Background: an optimization exercise with open tools, aiming at small area. Do not read the settings as production practice. Where RTL was checked, it was by simulation tests only, not by an equivalence proof against the original. Power and IR drop assume default switching activity.

==> inputs of build 98 <==
==> flow/design.v (excerpt) <==
module pipe_regfile #(
   parameter int unsigned       DATA_W     = 64,
   parameter int unsigned       REG_AW     = 4,
   parameter int unsigned       NREGS      = 15,
   parameter int unsigned       PEND_W     = 2,
   parameter logic [DATA_W-1:0] STACK_INIT = 64'h0000_0000_0000_0200
) (
   input  logic              clk_i,
   input  logic              rst_i,
   input  logic [3:0]        icode_i,
   input  logic [REG_AW-1:0] rA_i,
   input  logic [REG_AW-1:0] rB_i,
   input  logic              dec_valid_i,
   output logic              dec_ready_o,
   output logic [REG_AW-1:0] srcA_o,
   output logic [REG_AW-1:0] srcB_o,
   output logic [REG_AW-1:0] dstE_o,
   output logic [REG_AW-1:0] dstM_o,
   output logic [DATA_W-1:0] valA_o,
   output logic [DATA_W-1:0] valB_o,
   input  logic              wb_valid_i,
   input  logic [REG_AW-1:0] wb_dstE_i,
   input  logic [REG_AW-1:0] wb_dstM_i,
   input  logic              wb_cnd_i,
   input  logic [DATA_W-1:0] wb_valE_i,
   input  logic [DATA_W-1:0] wb_valM_i,
   output logic              err_o
);
Settings: LEC_CHECK=0, CAP_MARGIN=20, CORE_MARGIN=2, CORE_UTILIZATION=40, PLACE_DENSITY=0.5, SETUP_SLACK_MARGIN=0.1, SLEW_MARGIN=20, SYNTH_HIERARCHICAL=1; clock period 7.0 ns.
standard.sh (not shown) runs the stock make flow with config.mk's settings and CLKGATE_MAP_FILE= SYNTH_SCRIPT=/design/flow/synth_recipe.tcl, a recipe that flattens the netlist after the stock synthesis.
==> flow/flow/run.sh <==
#!/bin/bash
# Standard ORFS layout (the standard.sh) with two changes:
#  - port buffers use the smallest buffer, sky130_fd_sc_hd__buf_1, rather than
#    the delay cell buffer_ports picks by default;
#  - CTS clusters up to 26 sinks per leaf buffer and inserts no dummy loads.
set -euo pipefail
export BUFFER_PORTS_ARGS="-buffer_cell sky130_fd_sc_hd__buf_1"
export CTS_ARGS="-sink_clustering_enable -repair_clock_nets -dont_use_dummy_load -sink_clustering_size 26 -sink_clustering_max_diameter 100"
bash standard.sh finish > standard_flow.log 2>&1
==> trial 59 (differences from build 98) <==
--- a/flow/design.v
+++ b/flow/design.v
@@ -109,21 +109,20 @@
    localparam logic [PEND_W-1:0] PMAX = '1;
    logic [NREGS-1:0][DATA_W-1:0] regs_q;    
    logic [NREGS-1:0][DATA_W-1:0] regs_d;    
    logic [NREGS-1:0][DATA_W-1:0] regs_dn;
    logic [NREGS-1:0]             wr_q;      
    logic [PEND_W-1:0]            pend [NREGS];
    logic                         err_q;
    logic [REG_AW-1:0] src_a, src_b, dst_e, dst_m;
-   logic [15:0]       oh_sa, oh_sb, oh_de, oh_dm, oh_wm, oh_we;
-   logic [NREGS-1:0]  ret, inc, busy, full, pend_nz;
+   logic [NREGS-1:0]  ret, inc, busy, full;
    logic [NREGS-1:0]  hit_m, hit_e, w_m, w_e, w_h;
    logic [NREGS-1:0]  rs_a, rs_b;
-   logic              stall;
+   logic              stall, issue;
    logic              ini_a_n, ini_b_n;
    always_comb begin
       src_a = NREG;
       src_b = NREG;
       dst_e = NREG;
       dst_m = NREG;
       case (icode_i)
          I_RRMOVQ: begin src_a = rA_i; dst_e = rB_i; end
@@ -134,42 +133,27 @@
          I_CALL:   begin src_b = RSP; dst_e = RSP; end
          I_RET:    begin src_a = RSP; src_b = RSP; dst_e = RSP; end
          I_PUSHQ:  begin src_a = rA_i; src_b = RSP; dst_e = RSP; end
          I_POPQ:   begin src_a = RSP; src_b = RSP; dst_e = RSP; dst_m = rA_i; end
          default:  ;
       endcase
    end
    always_comb begin
-      for (int unsigned r = 0; r < 16; r++) begin
-         oh_sa[r] = (src_a == REG_AW'(r));
-         oh_sb[r] = (src_b == REG_AW'(r));
-         oh_de[r] = (dst_e == REG_AW'(r));
-         oh_dm[r] = (dst_m == REG_AW'(r));
-         oh_wm[r] = (wb_dstM_i == REG_AW'(r));
-         oh_we[r] = (wb_dstE_i == REG_AW'(r));
-      end
       for (int unsigned r = 0; r < NREGS; r++) begin
-         hit_m[r]   = wb_valid_i && oh_wm[r];
-         hit_e[r]   = wb_valid_i && wb_cnd_i && oh_we[r];
-         ret[r]     = wb_valid_i && (oh_wm[r] || oh_we[r]);
-         w_m[r]     = hit_m[r];
-         w_e[r]     = hit_e[r] && !hit_m[r];
-         w_h[r]     = !(hit_m[r] || hit_e[r]);
-         rs_a[r]    = oh_sa[r] && (wr_q[r] || !w_h[r]);
-         rs_b[r]    = oh_sb[r] && (wr_q[r] || !w_h[r]);
-         pend_nz[r] = pend[r][1] || pend[r][0];
-         busy[r]    = pend[r][1] || (pend[r][0] && !ret[r]);
-         full[r]    = pend[r][1] && pend[r][0] && !ret[r];
-      end
-      ini_a_n = !(oh_sa[RSP] && !wr_q[RSP] && w_h[RSP]);
-      ini_b_n = !(oh_sb[RSP] && !wr_q[RSP] && w_h[RSP]);
-      stall   = |(((oh_sa[NREGS-1:0] | oh_sb[NREGS-1:0]) & busy) |
-                  ((oh_de[NREGS-1:0] | oh_dm[NREGS-1:0]) & full));
-      inc     = {NREGS{dec_valid_i && !stall}} & (oh_de[NREGS-1:0] | oh_dm[NREGS-1:0]);
+         hit_m[r] = wb_valid_i && (wb_dstM_i == REG_AW'(r));
+         hit_e[r] = wb_valid_i && wb_cnd_i && (wb_dstE_i == REG_AW'(r));
+         w_m[r]   = hit_m[r];
+         w_e[r]   = hit_e[r] && !hit_m[r];
+         w_h[r]   = !(hit_m[r] || hit_e[r]);
+         rs_a[r]  = (src_a == REG_AW'(r)) && (wr_q[r] || !w_h[r]);
+         rs_b[r]  = (src_b == REG_AW'(r)) && (wr_q[r] || !w_h[r]);
+      end
+      ini_a_n = !((src_a == RSP) && !wr_q[4] && w_h[4]);
+      ini_b_n = !((src_b == RSP) && !wr_q[4] && w_h[4]);
    end
    for (genvar r = 0; r < NREGS; r++) begin : g_reg
       for (genvar i = 0; i < DATA_W; i++) begin : g_bit
          prf_aoi222 u_wr (
             .a1(w_m[r]), .a2(wb_valM_i[i]),
             .b1(w_e[r]), .b2(wb_valE_i[i]),
             .c1(w_h[r]), .c2(regs_q[r][i]),
             .y (regs_dn[r][i])
@@ -185,34 +169,55 @@
       if (STACK_INIT[i]) begin : g_one
          prf_rdbit u_a (.sel(rs_a), .d(d_col), .ini_n(ini_a_n), .y(valA_o[i]));
          prf_rdbit u_b (.sel(rs_b), .d(d_col), .ini_n(ini_b_n), .y(valB_o[i]));
       end else begin : g_zero
          prf_rdbit0 u_a (.sel(rs_a), .d(d_col), .y(valA_o[i]));
          prf_rdbit0 u_b (.sel(rs_b), .d(d_col), .y(valB_o[i]));
       end
    end
+   always_comb begin
+      ret   = '0;
+      busy  = '0;
+      full  = '0;
+      stall = 1'b0;
+      for (int unsigned r = 0; r < NREGS; r++) begin
+         ret[r]  = wb_valid_i &&
+                   (wb_dstE_i == REG_AW'(r) || wb_dstM_i == REG_AW'(r));
+         busy[r] = pend[r] > {{(PEND_W-1){1'b0}}, ret[r]};
+         full[r] = (pend[r] == PMAX) && !ret[r];
+         if ((src_a == REG_AW'(r) || src_b == REG_AW'(r)) && busy[r]) stall = 1'b1;
+         if ((dst_e == REG_AW'(r) || dst_m == REG_AW'(r)) && full[r]) stall = 1'b1;
+      end
+   end
+   assign issue = dec_valid_i && !stall;
+   always_comb begin
+      inc = '0;
+      for (int unsigned r = 0; r < NREGS; r++)
+         inc[r] = issue && (dst_e == REG_AW'(r) || dst_m == REG_AW'(r));
+   end
    always_ff @(posedge clk_i) begin
       regs_q <= regs_d;
    end
    always_ff @(posedge clk_i or negedge rst_i) begin
       if (!rst_i) begin
          wr_q <= '0;
          for (int unsigned r = 0; r < NREGS; r++)
             pend[r] <= '0;
          err_q <= 1'b0;
       end else begin
-         wr_q <= wr_q | ~w_h;
+         wr_q <= wr_q | hit_m | hit_e;
          for (int unsigned r = 0; r < NREGS; r++) begin
-            if (inc[r] && !ret[r])
-               pend[r] <= {pend[r][1] | pend[r][0], pend[r][1] | !pend[r][0]};
-            else if (ret[r] && !inc[r])
-               pend[r] <= {pend[r][1] & pend[r][0], pend[r][1] & !pend[r][0]};
+            if (inc[r] && !ret[r]) begin
+               if (pend[r] != PMAX) pend[r] <= pend[r] + 1'b1;
+            end else if (ret[r] && !inc[r]) begin
+               if (pend[r] == '0) err_q   <= 1'b1;
+               else               pend[r] <= pend[r] - 1'b1;
+            end
          end
-         if (|(ret & ~inc & ~pend_nz)) err_q <= 1'b1;
       end
    end
    assign srcA_o      = src_a;
    assign srcB_o      = src_b;
    assign dstE_o      = dst_e;
    assign dstM_o      = dst_m;
    assign dec_ready_o = !stall;
    assign err_o       = err_q;
==> flow/run.sh (new file) <==
#!/bin/bash
# synth_recipe.tcl (not shown) runs the flow's synth.tcl, then flattens the netlist and writes it again
# the make line also repeats each setting of config.mk as NAME=value (left out here)
make -C /OpenROAD-flow-scripts/flow DESIGN_CONFIG=/design/flow/config.mk WORK_HOME=/design/flow/orfs CLKGATE_MAP_FILE= SYNTH_SCRIPT=/design/flow/synth_recipe.tcl finish
CORE_UTILIZATION = 55   (was 40)
PLACE_DENSITY = default   (was 0.5)
SETUP_SLACK_MARGIN = 0.0   (was 0.1)
removed: flow/flow/run.sh
removed: flow/standard.sh
==> build 95 (differences from build 98) <==
--- a/flow/design.v
+++ b/flow/design.v
@@ -108,22 +108,22 @@
    localparam logic [REG_AW-1:0] RSP  = REG_AW'(4);
    localparam logic [PEND_W-1:0] PMAX = '1;
    logic [NREGS-1:0][DATA_W-1:0] regs_q;    
    logic [NREGS-1:0][DATA_W-1:0] regs_d;    
    logic [NREGS-1:0][DATA_W-1:0] regs_dn;
    logic [NREGS-1:0]             wr_q;      
    logic [PEND_W-1:0]            pend [NREGS];
    logic                         err_q;
+   logic [NREGS-1:0]             pend_zero;
    logic [REG_AW-1:0] src_a, src_b, dst_e, dst_m;
-   logic [15:0]       oh_sa, oh_sb, oh_de, oh_dm, oh_wm, oh_we;
-   logic [NREGS-1:0]  ret, inc, busy, full, pend_nz;
+   logic [NREGS-1:0]  ret, inc, busy, full;
    logic [NREGS-1:0]  hit_m, hit_e, w_m, w_e, w_h;
    logic [NREGS-1:0]  rs_a, rs_b;
-   logic              stall;
+   logic              stall, issue;
    logic              ini_a_n, ini_b_n;
    always_comb begin
       src_a = NREG;
       src_b = NREG;
       dst_e = NREG;
       dst_m = NREG;
       case (icode_i)
          I_RRMOVQ: begin src_a = rA_i; dst_e = rB_i; end
@@ -134,42 +134,27 @@
          I_CALL:   begin src_b = RSP; dst_e = RSP; end
          I_RET:    begin src_a = RSP; src_b = RSP; dst_e = RSP; end
          I_PUSHQ:  begin src_a = rA_i; src_b = RSP; dst_e = RSP; end
          I_POPQ:   begin src_a = RSP; src_b = RSP; dst_e = RSP; dst_m = rA_i; end
          default:  ;
       endcase
    end
    always_comb begin
-      for (int unsigned r = 0; r < 16; r++) begin
-         oh_sa[r] = (src_a == REG_AW'(r));
-         oh_sb[r] = (src_b == REG_AW'(r));
-         oh_de[r] = (dst_e == REG_AW'(r));
-         oh_dm[r] = (dst_m == REG_AW'(r));
-         oh_wm[r] = (wb_dstM_i == REG_AW'(r));
-         oh_we[r] = (wb_dstE_i == REG_AW'(r));
-      end
       for (int unsigned r = 0; r < NREGS; r++) begin
-         hit_m[r]   = wb_valid_i && oh_wm[r];
-         hit_e[r]   = wb_valid_i && wb_cnd_i && oh_we[r];
-         ret[r]     = wb_valid_i && (oh_wm[r] || oh_we[r]);
-         w_m[r]     = hit_m[r];
-         w_e[r]     = hit_e[r] && !hit_m[r];
-         w_h[r]     = !(hit_m[r] || hit_e[r]);
-         rs_a[r]    = oh_sa[r] && (wr_q[r] || !w_h[r]);
-         rs_b[r]    = oh_sb[r] && (wr_q[r] || !w_h[r]);
-         pend_nz[r] = pend[r][1] || pend[r][0];
-         busy[r]    = pend[r][1] || (pend[r][0] && !ret[r]);
-         full[r]    = pend[r][1] && pend[r][0] && !ret[r];
-      end
-      ini_a_n = !(oh_sa[RSP] && !wr_q[RSP] && w_h[RSP]);
-      ini_b_n = !(oh_sb[RSP] && !wr_q[RSP] && w_h[RSP]);
-      stall   = |(((oh_sa[NREGS-1:0] | oh_sb[NREGS-1:0]) & busy) |
-                  ((oh_de[NREGS-1:0] | oh_dm[NREGS-1:0]) & full));
-      inc     = {NREGS{dec_valid_i && !stall}} & (oh_de[NREGS-1:0] | oh_dm[NREGS-1:0]);
+         hit_m[r] = wb_valid_i && (wb_dstM_i == REG_AW'(r));
+         hit_e[r] = wb_valid_i && wb_cnd_i && (wb_dstE_i == REG_AW'(r));
+         w_m[r]   = hit_m[r];
+         w_e[r]   = hit_e[r] && !hit_m[r];
+         w_h[r]   = !(hit_m[r] || hit_e[r]);
+         rs_a[r]  = (src_a == REG_AW'(r)) && (wr_q[r] || !w_h[r]);
+         rs_b[r]  = (src_b == REG_AW'(r)) && (wr_q[r] || !w_h[r]);
+      end
+      ini_a_n = !((src_a == RSP) && !wr_q[4] && w_h[4]);
+      ini_b_n = !((src_b == RSP) && !wr_q[4] && w_h[4]);
    end
    for (genvar r = 0; r < NREGS; r++) begin : g_reg
       for (genvar i = 0; i < DATA_W; i++) begin : g_bit
          prf_aoi222 u_wr (
             .a1(w_m[r]), .a2(wb_valM_i[i]),
             .b1(w_e[r]), .b2(wb_valE_i[i]),
             .c1(w_h[r]), .c2(regs_q[r][i]),
             .y (regs_dn[r][i])
@@ -185,34 +170,56 @@
       if (STACK_INIT[i]) begin : g_one
          prf_rdbit u_a (.sel(rs_a), .d(d_col), .ini_n(ini_a_n), .y(valA_o[i]));
          prf_rdbit u_b (.sel(rs_b), .d(d_col), .ini_n(ini_b_n), .y(valB_o[i]));
       end else begin : g_zero
          prf_rdbit0 u_a (.sel(rs_a), .d(d_col), .y(valA_o[i]));
          prf_rdbit0 u_b (.sel(rs_b), .d(d_col), .y(valB_o[i]));
       end
    end
+   always_comb begin
+      ret   = '0;
+      pend_zero = '0;
+      busy  = '0;
+      full  = '0;
+      stall = 1'b0;
+      for (int unsigned r = 0; r < NREGS; r++) begin
+         ret[r]  = wb_valid_i &&
+                   (wb_dstE_i == REG_AW'(r) || wb_dstM_i == REG_AW'(r));
+         pend_zero[r] = (pend[r] == '0);
+         busy[r] = pend[r][1] || (pend[r][0] && !ret[r]);
+         full[r] = (pend[r] == PMAX) && !ret[r];
+         if ((src_a == REG_AW'(r) || src_b == REG_AW'(r)) && busy[r]) stall = 1'b1;
+         if ((dst_e == REG_AW'(r) || dst_m == REG_AW'(r)) && full[r]) stall = 1'b1;
+      end
+   end
+   assign issue = dec_valid_i && !stall;
+   always_comb begin
+      inc = '0;
+      for (int unsigned r = 0; r < NREGS; r++)
+         inc[r] = issue && (dst_e == REG_AW'(r) || dst_m == REG_AW'(r));
+   end
    always_ff @(posedge clk_i) begin
       regs_q <= regs_d;
    end
    always_ff @(posedge clk_i or negedge rst_i) begin
       if (!rst_i) begin
          wr_q <= '0;
          for (int unsigned r = 0; r < NREGS; r++)
             pend[r] <= '0;
          err_q <= 1'b0;
       end else begin
-         wr_q <= wr_q | ~w_h;
+         wr_q <= wr_q | hit_m | hit_e;
          for (int unsigned r = 0; r < NREGS; r++) begin
             if (inc[r] && !ret[r])
                pend[r] <= {pend[r][1] | pend[r][0], pend[r][1] | !pend[r][0]};
             else if (ret[r] && !inc[r])
                pend[r] <= {pend[r][1] & pend[r][0], pend[r][1] & !pend[r][0]};
          end
-         if (|(ret & ~inc & ~pend_nz)) err_q <= 1'b1;
+         if (|(ret & ~inc & pend_zero)) err_q <= 1'b1;
       end
    end
    assign srcA_o      = src_a;
    assign srcB_o      = src_b;
    assign dstE_o      = dst_e;
    assign dstM_o      = dst_m;
    assign dec_ready_o = !stall;
    assign err_o       = err_q;
==> flow/flow/run.sh (replaced) <==
#!/bin/bash
# Standard ORFS layout (the standard.sh) with two changes:
#  - port buffers use the smallest buffer, sky130_fd_sc_hd__buf_1, rather than
#    the delay cell buffer_ports picks by default;
#  - CTS clusters up to 24 sinks per leaf buffer and inserts no dummy loads.
set -euo pipefail
export BUFFER_PORTS_ARGS="-buffer_cell sky130_fd_sc_hd__buf_1"
export CTS_ARGS="-sink_clustering_enable -repair_clock_nets -dont_use_dummy_load -sink_clustering_size 24 -sink_clustering_max_diameter 60"
bash standard.sh finish > standard_flow.log 2>&1
PLACE_DENSITY = default   (was 0.5)
==> notes <==
Trial 59 finished but failed the layout checks on negative setup slack. Build 95 finished clean. Build 98 ran to the end with no violations. Final cell count: build 98 is lower than build 95 (about 0.4%). Between build 98 and trial 59, the lower first-iteration DRC count is in build 98 (gap about 23%, measured against trial 59). Power: trial 59 > build 95 > build 98. Utilization: build 98 < build 95 < trial 59. Of build 98 and trial 59, trial 59 has the higher sequential power (gap about 1%, measured against trial 59).
==> figures <==
item	build 98	trial 59	build 95
Outcome	no timing/DRC/antenna violations	complete, but fails checks	no timing/DRC/antenna violations
Layout check failures	-	negative setup slack	-
Routed Wire Length	244000 um	229000 um	240000 um
End of the critical path	valA_o[53]	valA_o[10]	valB_o[39]
Post-synthesis instance area	0.0455 sq mm	0.0453 sq mm	0.0454 sq mm
Net switching power figure	4.51 mW	5.15 mW	4.81 mW
Wire length the detailed router placed on met1	90500 um	75400 um	83500 um
Slew at the pin closest to its max-slew limit	1.21 ns	1.29 ns	1.22 ns
H-Tree Level Count	2	3	3
Combinational gate power	3.41 mW	3.76 mW	3.50 mW
Multi-Input Combinational	2403	2381	2417
Met2 GRT Util	61.5%	71.1%	57.8%
Clock-cell share	2.30%	6.25%	4.56%
For trial 59 and build 95, only the layout was checked, not whether the RTL still works.

[re-timing with driven ports]
The flow's constraints put no driver on any port. The routed layouts listed below were extracted and timed again, unchanged, in two steps. Step 1 (the two cells are an assumption about what drives the block):
set clk [get_ports {clk_i}]
set_driving_cell -lib_cell sky130_fd_sc_hd__clkbuf_16 $clk
set_driving_cell -lib_cell sky130_fd_sc_hd__buf_2 [delete_from_list [all_inputs] $clk]
Step 2 times the ports against the registers' clock, not the clock port: input delays grow and output delays shrink by t, the midpoint of the rising clock arrivals with the driver on. Slacks: ideal ports / drivers / drivers and shift; pairs: ideal ports / drivers.
| run | t, ns | slack for setup (ns) | worst setup path at the end | worst slew at a driven data input, ns |
|---|---|---|---|---|
| build 98 | 0.754 | 0.236 / 0.214 / 0.214 | input to output | 0.14 |
| trial 59 | 0.768 | -0.074 / -0.099 / -0.099 | input to output | 0.15 |
| build 95 | 0.751 | 0.330 / 0.293 / 0.293 | input to output | 0.19 |
The setup slack of build 95, which loses most, moves by -0.037 ns with the drivers and by -0.037 ns with both steps.
